Source: an optimization exercise on an open RTL-to-GDS flow (aim: small area, a short achievable clock period and few clock cycles per item). Production flows keep margins and buffers that such runs may drop.
Function was checked by simulation only, so behaviour that the tests miss may differ from the original.

==> run E: inputs <==
Design gravity_orientation_classifier_top, start of the top module:
module gravity_orientation_classifier_top
#(
  parameter int unsigned FifoDepth = 16
) (
  input  logic               clk_i,
  input  logic               rst_ni,
  input  logic               psel,
  input  logic               penable,
  input  logic               pwrite,
  input  logic        [2:0]  paddr,
  input  logic        [31:0] pwdata,
  output logic        [31:0] prdata,
  output logic               pready,
  input  logic               in_valid_i,
  output logic               in_ready_o,
  input  logic signed [15:0] gravity_x_i,
  input  logic signed [15:0] gravity_y_i,
  input  logic signed [15:0] gravity_z_i,
  input  logic        [31:0] time_ms_i,
  input  logic               is_gravity_type_i,
  output logic               out_valid_o,
  input  logic               out_ready_i,
  output logic        [2:0]  orientation_o,
  output logic signed [9:0]  angle_deg_o,
  output logic               is_flat_o
);
  localparam int unsigned NCell = 13;    
  localparam int unsigned CW = 5;        
  localparam int unsigned FlatStage = 4;
  function automatic logic signed [25:0] atan_sum0(input logic [4:0] s);
  ...
clock: 10.0 ns
lec_check: 0
abc_area: 1
cap_margin: 20
core_margin: 2
core_utilization: 40
cts_cluster_diameter: 100
cts_cluster_size: 30
slew_margin: 20
standard.sh (not shown) runs the stock make flow with config.mk's settings and CLKGATE_MAP_FILE= SYNTH_SCRIPT=/design/flow/synth_recipe.tcl, a recipe that flattens the netlist after the stock synthesis.
==> flow/flow/run.sh <==
#!/bin/bash
set -euo pipefail
export SETUP_SLACK_MARGIN=6.2
bash standard.sh > standard.log 2>&1
==> run H (differences from run E) <==
--- a/flow/design.v
+++ b/flow/design.v
@@ -1460,51 +1460,19 @@
   assign c_247 = c_181 ^ c_116 ^ c_180;
   assign c_248 = (c_181 & c_116) | (c_181 & c_180) | (c_116 & c_180);
   assign c_249 = c_183 ^ c_118 ^ c_182;
   assign c_250 = (c_183 & c_118) | (c_183 & c_182) | (c_118 & c_182);
   assign c_251 = c_g3_34 ^ c_184;
   assign c_252 = c_g3_34 & c_184;
-  logic [36:0] cmp_s, cmp_c, cmp_x;
-  logic [8:0] grp_g, grp_p, grp_g_q, grp_p_q;
-  logic top_q, carry;
-  assign cmp_s = {1'b1, c_252, c_251, c_249, c_247, c_245, c_243, c_241, c_239, c_237, c_235, c_233, c_231, c_229, c_227, c_225, c_223, c_221, c_219, c_217, c_215, c_213, c_211, c_209, c_207, c_205, c_203, c_201, c_199, c_197, c_195, c_193, c_191, c_189, c_187, c_185, v_q[0]};
-  assign cmp_c = {1'b0, 1'b0, c_250, c_248, c_246, c_244, c_242, c_240, c_238, c_236, c_234, c_232, c_230, c_228, c_226, c_224, c_222, c_220, c_218, c_216, c_214, c_212, c_210, c_208, c_206, c_204, c_202, c_200, c_198, c_196, c_194, c_192, c_190, c_188, c_186, 1'b1, c_g0_0};
-  assign cmp_x = cmp_s ^ cmp_c;
-  logic [36:0] g, pp;
-  always_comb begin
-    g = cmp_s & cmp_c;
-    pp = cmp_x;
-    grp_g[0] = g[3] | (pp[3] & (g[2] | (pp[2] & (g[1] | (pp[1] & (g[0]))))));
-    grp_p[0] = pp[3] & pp[2] & pp[1] & pp[0];
-    grp_g[1] = g[7] | (pp[7] & (g[6] | (pp[6] & (g[5] | (pp[5] & (g[4]))))));
-    grp_p[1] = pp[7] & pp[6] & pp[5] & pp[4];
-    grp_g[2] = g[11] | (pp[11] & (g[10] | (pp[10] & (g[9] | (pp[9] & (g[8]))))));
-    grp_p[2] = pp[11] & pp[10] & pp[9] & pp[8];
-    grp_g[3] = g[15] | (pp[15] & (g[14] | (pp[14] & (g[13] | (pp[13] & (g[12]))))));
-    grp_p[3] = pp[15] & pp[14] & pp[13] & pp[12];
-    grp_g[4] = g[19] | (pp[19] & (g[18] | (pp[18] & (g[17] | (pp[17] & (g[16]))))));
-    grp_p[4] = pp[19] & pp[18] & pp[17] & pp[16];
-    grp_g[5] = g[23] | (pp[23] & (g[22] | (pp[22] & (g[21] | (pp[21] & (g[20]))))));
-    grp_p[5] = pp[23] & pp[22] & pp[21] & pp[20];
-    grp_g[6] = g[27] | (pp[27] & (g[26] | (pp[26] & (g[25] | (pp[25] & (g[24]))))));
-    grp_p[6] = pp[27] & pp[26] & pp[25] & pp[24];
-    grp_g[7] = g[31] | (pp[31] & (g[30] | (pp[30] & (g[29] | (pp[29] & (g[28]))))));
-    grp_p[7] = pp[31] & pp[30] & pp[29] & pp[28];
-    grp_g[8] = g[35] | (pp[35] & (g[34] | (pp[34] & (g[33] | (pp[33] & (g[32]))))));
-    grp_p[8] = pp[35] & pp[34] & pp[33] & pp[32];
-  end
-  always_comb begin
-    carry = 1'b0;
-    for (int q = 0; q < 9; q++) carry = grp_g_q[q] | (grp_p_q[q] & carry);
-  end
+  logic [36:0] cmp_s_q, cmp_c_q, cmp;
   logic flat_q;
+  assign cmp = cmp_s_q + cmp_c_q;
   always_ff @(posedge clk_i) begin
-    grp_g_q <= grp_g;
-    grp_p_q <= grp_p;
-    top_q   <= cmp_x[36];
-    flat_q  <= !(top_q ^ carry);
+    cmp_s_q <= {1'b1, c_252, c_251, c_249, c_247, c_245, c_243, c_241, c_239, c_237, c_235, c_233, c_231, c_229, c_227, c_225, c_223, c_221, c_219, c_217, c_215, c_213, c_211, c_209, c_207, c_205, c_203, c_201, c_199, c_197, c_195, c_193, c_191, c_189, c_187, c_185, v_q[0]};
+    cmp_c_q <= {1'b0, 1'b0, c_250, c_248, c_246, c_244, c_242, c_240, c_238, c_236, c_234, c_232, c_230, c_228, c_226, c_224, c_222, c_220, c_218, c_216, c_214, c_212, c_210, c_208, c_206, c_204, c_202, c_200, c_198, c_196, c_194, c_192, c_190, c_188, c_186, 1'b1, c_g0_0};
+    flat_q  <= !cmp[36];
   end
   assign flat_o = flat_q;
 endmodule
 import goc_pkg::*;
 module gravity_orientation_classifier_top
 #(
@@ -1652,15 +1620,14 @@
       xpos_p[k] <= xpos_p[k-1];
       flat_p[k] <= (k == FlatStage) ? flat_t : flat_p[k-1];
     end
   end
   assign flat_p[0] = 1'b0;
   localparam int unsigned BW14 = BWidth[14*8 +: 8];
-  logic signed [25:0]   pa_q, p1_q, v_lo;
+  logic signed [25:0]   pa_q, p1_q, v_lo, v_hi;
   logic signed [9:0]    w_q;    
-  logic                 inc_q;  
   logic                 zero_e, flat_e, v_e1;
   logic signed [BW14-1:0] b14, db14, b15;
   logic                 pos14, pos15;
   always_ff @(posedge clk_i) begin
     pa_q <= atan_sum0({xpos_p[NCell-2], s_p[NCell-2][3:0]}) + atan_sum1(s_p[NCell-2][7:4]);
     p1_q <= pa_q + atan_sum2(s_p[NCell-1][11:8]);
@@ -1669,23 +1636,23 @@
     b14   = b_p[NCell][BW14-1:0];
     pos14 = !b14[BW14-1];
     db14  = BW14'(a_p[NCell] >> 14);
     b15   = b14 + (db14 ^ {BW14{pos14}}) + BW14'(pos14);
     pos15 = !b15[BW14-1];
     v_lo  = p1_q + atan_sum3({pos14, s_p[NCell][13:12]});
+    v_hi  = v_lo + 26'sd230;
   end
   always_ff @(posedge clk_i) begin
-    w_q    <= v_lo[25:16];
-    inc_q  <= pos15 && (v_lo[15:0] >= 16'd65306);
+    w_q    <= pos15 ? v_hi[25:16] : v_lo[25:16];
     zero_e <= (a_p[NCell][AW-1:14] == '0);    
     flat_e <= flat_p[NCell];
   end
   logic signed [10:0] d_raw, d;
   logic [8:0]         word;    
   always_comb begin
-    d_raw = 11'sd90 - 11'(w_q) - 11'(inc_q);
+    d_raw = 11'sd90 - 11'(w_q);
     d = d_raw;
     if (d_raw < 0) d = d_raw + 11'sd360;
     else if (d_raw >= 11'sd360) d = d_raw - 11'sd360;
     if (zero_e) d = 11'sd270;
     if (flat_e) word = 9'h1FF;
     else        word = d[8:0];
@@ -1744,31 +1711,23 @@
       fv_q[FifoDepth] <= 1'b0;
     end
   end
   function automatic logic [9:0] angle_of(input logic [8:0] w);
     angle_of = (w == 9'h1FF) ? 10'h3FF : {1'b0, w};
   endfunction
-  logic [2:0] head_o;
   always_comb begin
     head_ld = 1'b1;
     head_w = word;
-    head_o = orient_of(angle_of(word));
-    if (push && (pop ? (fv_q[0] && !fv_q[1]) : !fv_q[0])) begin
-      head_w = word;
-      head_o = orient_of(angle_of(word));
-    end else if (pop) begin
-      head_w = fd_q[1];
-      head_o = orient_of(angle_of(fd_q[1]));
-    end else begin
-      head_ld = 1'b0;
-    end
+    if (push && (pop ? (fv_q[0] && !fv_q[1]) : !fv_q[0])) head_w = word;
+    else if (pop) head_w = fd_q[1];
+    else head_ld = 1'b0;
   end
   always_ff @(posedge clk_i) begin
     if (head_ld) begin
       hd_q <= angle_of(head_w);
-      fo_q <= head_o;
+      fo_q <= orient_of(angle_of(head_w));
     end
     for (int j = 1; j < FifoDepth; j++) begin
       if (push && (pop ? (fv_q[j] && !fv_q[j+1])
                        : (!fv_q[j] && fv_q[j-1]))) begin
         fd_q[j] <= word;
       end else if (pop && j + 1 < FifoDepth) begin
- ABC_AREA: 1 -> unset
- CTS_CLUSTER_DIAMETER: 100 -> unset
- CTS_CLUSTER_SIZE: 30 -> unset
==> run P (differences from run E) <==
--- a/flow/design.v
+++ b/flow/design.v
@@ -1652,15 +1652,14 @@
       xpos_p[k] <= xpos_p[k-1];
       flat_p[k] <= (k == FlatStage) ? flat_t : flat_p[k-1];
     end
   end
   assign flat_p[0] = 1'b0;
   localparam int unsigned BW14 = BWidth[14*8 +: 8];
-  logic signed [25:0]   pa_q, p1_q, v_lo;
+  logic signed [25:0]   pa_q, p1_q, v_lo, v_hi;
   logic signed [9:0]    w_q;    
-  logic                 inc_q;  
   logic                 zero_e, flat_e, v_e1;
   logic signed [BW14-1:0] b14, db14, b15;
   logic                 pos14, pos15;
   always_ff @(posedge clk_i) begin
     pa_q <= atan_sum0({xpos_p[NCell-2], s_p[NCell-2][3:0]}) + atan_sum1(s_p[NCell-2][7:4]);
     p1_q <= pa_q + atan_sum2(s_p[NCell-1][11:8]);
@@ -1669,23 +1668,23 @@
     b14   = b_p[NCell][BW14-1:0];
     pos14 = !b14[BW14-1];
     db14  = BW14'(a_p[NCell] >> 14);
     b15   = b14 + (db14 ^ {BW14{pos14}}) + BW14'(pos14);
     pos15 = !b15[BW14-1];
     v_lo  = p1_q + atan_sum3({pos14, s_p[NCell][13:12]});
+    v_hi  = v_lo + 26'sd230;
   end
   always_ff @(posedge clk_i) begin
-    w_q    <= v_lo[25:16];
-    inc_q  <= pos15 && (v_lo[15:0] >= 16'd65306);
+    w_q    <= pos15 ? v_hi[25:16] : v_lo[25:16];
     zero_e <= (a_p[NCell][AW-1:14] == '0);    
     flat_e <= flat_p[NCell];
   end
   logic signed [10:0] d_raw, d;
   logic [8:0]         word;    
   always_comb begin
-    d_raw = 11'sd90 - 11'(w_q) - 11'(inc_q);
+    d_raw = 11'sd90 - 11'(w_q);
     d = d_raw;
     if (d_raw < 0) d = d_raw + 11'sd360;
     else if (d_raw >= 11'sd360) d = d_raw - 11'sd360;
     if (zero_e) d = 11'sd270;
     if (flat_e) word = 9'h1FF;
     else        word = d[8:0];
@@ -1744,31 +1743,23 @@
       fv_q[FifoDepth] <= 1'b0;
     end
   end
   function automatic logic [9:0] angle_of(input logic [8:0] w);
     angle_of = (w == 9'h1FF) ? 10'h3FF : {1'b0, w};
   endfunction
-  logic [2:0] head_o;
   always_comb begin
     head_ld = 1'b1;
     head_w = word;
-    head_o = orient_of(angle_of(word));
-    if (push && (pop ? (fv_q[0] && !fv_q[1]) : !fv_q[0])) begin
-      head_w = word;
-      head_o = orient_of(angle_of(word));
-    end else if (pop) begin
-      head_w = fd_q[1];
-      head_o = orient_of(angle_of(fd_q[1]));
-    end else begin
-      head_ld = 1'b0;
-    end
+    if (push && (pop ? (fv_q[0] && !fv_q[1]) : !fv_q[0])) head_w = word;
+    else if (pop) head_w = fd_q[1];
+    else head_ld = 1'b0;
   end
   always_ff @(posedge clk_i) begin
     if (head_ld) begin
       hd_q <= angle_of(head_w);
-      fo_q <= head_o;
+      fo_q <= orient_of(angle_of(head_w));
     end
     for (int j = 1; j < FifoDepth; j++) begin
       if (push && (pop ? (fv_q[j] && !fv_q[j+1])
                        : (!fv_q[j] && fv_q[j-1]))) begin
         fd_q[j] <= word;
       end else if (pop && j + 1 < FifoDepth) begin
==> notes <==
- Between run E and run H, the lower core utilization is in run E (gap 2.6 points).
- Clock-buffer cell count: run E < run P < run H.
- Global-route usage: run H > run E > run P.
- The highest sequential share of layout area belongs to run E, the lowest to run H.
- The highest non-clock buffer count belongs to run H, the lowest to run E.
- Die area: run H > run E > run P.
==> figures <==
| item | run E | run P | run H |
|---|---|---|---|
| Run status | finished clean | finished clean | finished clean |
| Multi-input gate area | 51700 µm² | 51200 µm² | 54600 µm² |
| Die outline area | 224000 µm² | 222000 µm² | 226000 µm² |
| M1 WL | 86900 µm | 85300 µm | 89500 µm |
| Total length of routed met3 wires | 6830 µm | 6620 µm | 7440 µm |
| Achievable Freq | 270 MHz | 270 MHz | 266 MHz |
| Number of buffers added by the clock tree synthesis step | 67 | 70 | 164 |
| Crit path capture type | flop | output port | flop |
| Fillcell total | 21272 | 20931 | 20651 |
| ANT cells | 1 | 2 | 4 |
| Worst Hold Margin | 0.321 ns | 0.317 ns | 0.308 ns |
| Minimum clock period | 3.70 ns | 3.70 ns | 3.76 ns |
| Critical R2R Launch | xs0_q[11] | xs0_q[13] | g_cell[13].u_cell.sig_q[13] |
| Proportion of cell area spent on the clock network | 0.0236 | 0.0264 | 0.0570 |
Testbench counts of run E, summed over its fixed seeds: cycles 2,703, items 1,797.
Testbench counts of run H, summed over its fixed seeds: cycles 2,703, items 1,797.
Testbench counts of run P, summed over its fixed seeds: cycles 2,703, items 1,797.

-- re-timing with driven ports --
No port has a modelled driver above. Below, the same layouts with a new extraction and two added sets of constraints.
Step 1 assumes that a clkbuf_16 drives the clock port and a buf_2 every other input.
Step 2 adds t to the input delays and takes it off the output delays; t is the mean of the earliest and latest rising clock arrival at the registers after step 1. Input paths then give back, and output paths get back, about the clock's delay inside the block.
a / b / c = ideal / step 1 / step 2; a / b = the first two.
run | t (ns) | slack for setup (ns) | hold WS [ns]
run E | 0.801 | 6.300 / 6.264 / 5.544 | 0.321 / 0.321 / 0.321
run H | 0.894 | 6.238 / 6.210 / 5.370 | 0.308 / 0.308 / 0.308
run P | 0.795 | 6.297 / 6.197 / 5.402 | 0.317 / 0.317 / 0.317
After both steps every run listed still meets setup and hold. For run P, which loses most, drivers alone change the setup slack by -0.100 ns; drivers and shift together by -0.895 ns.
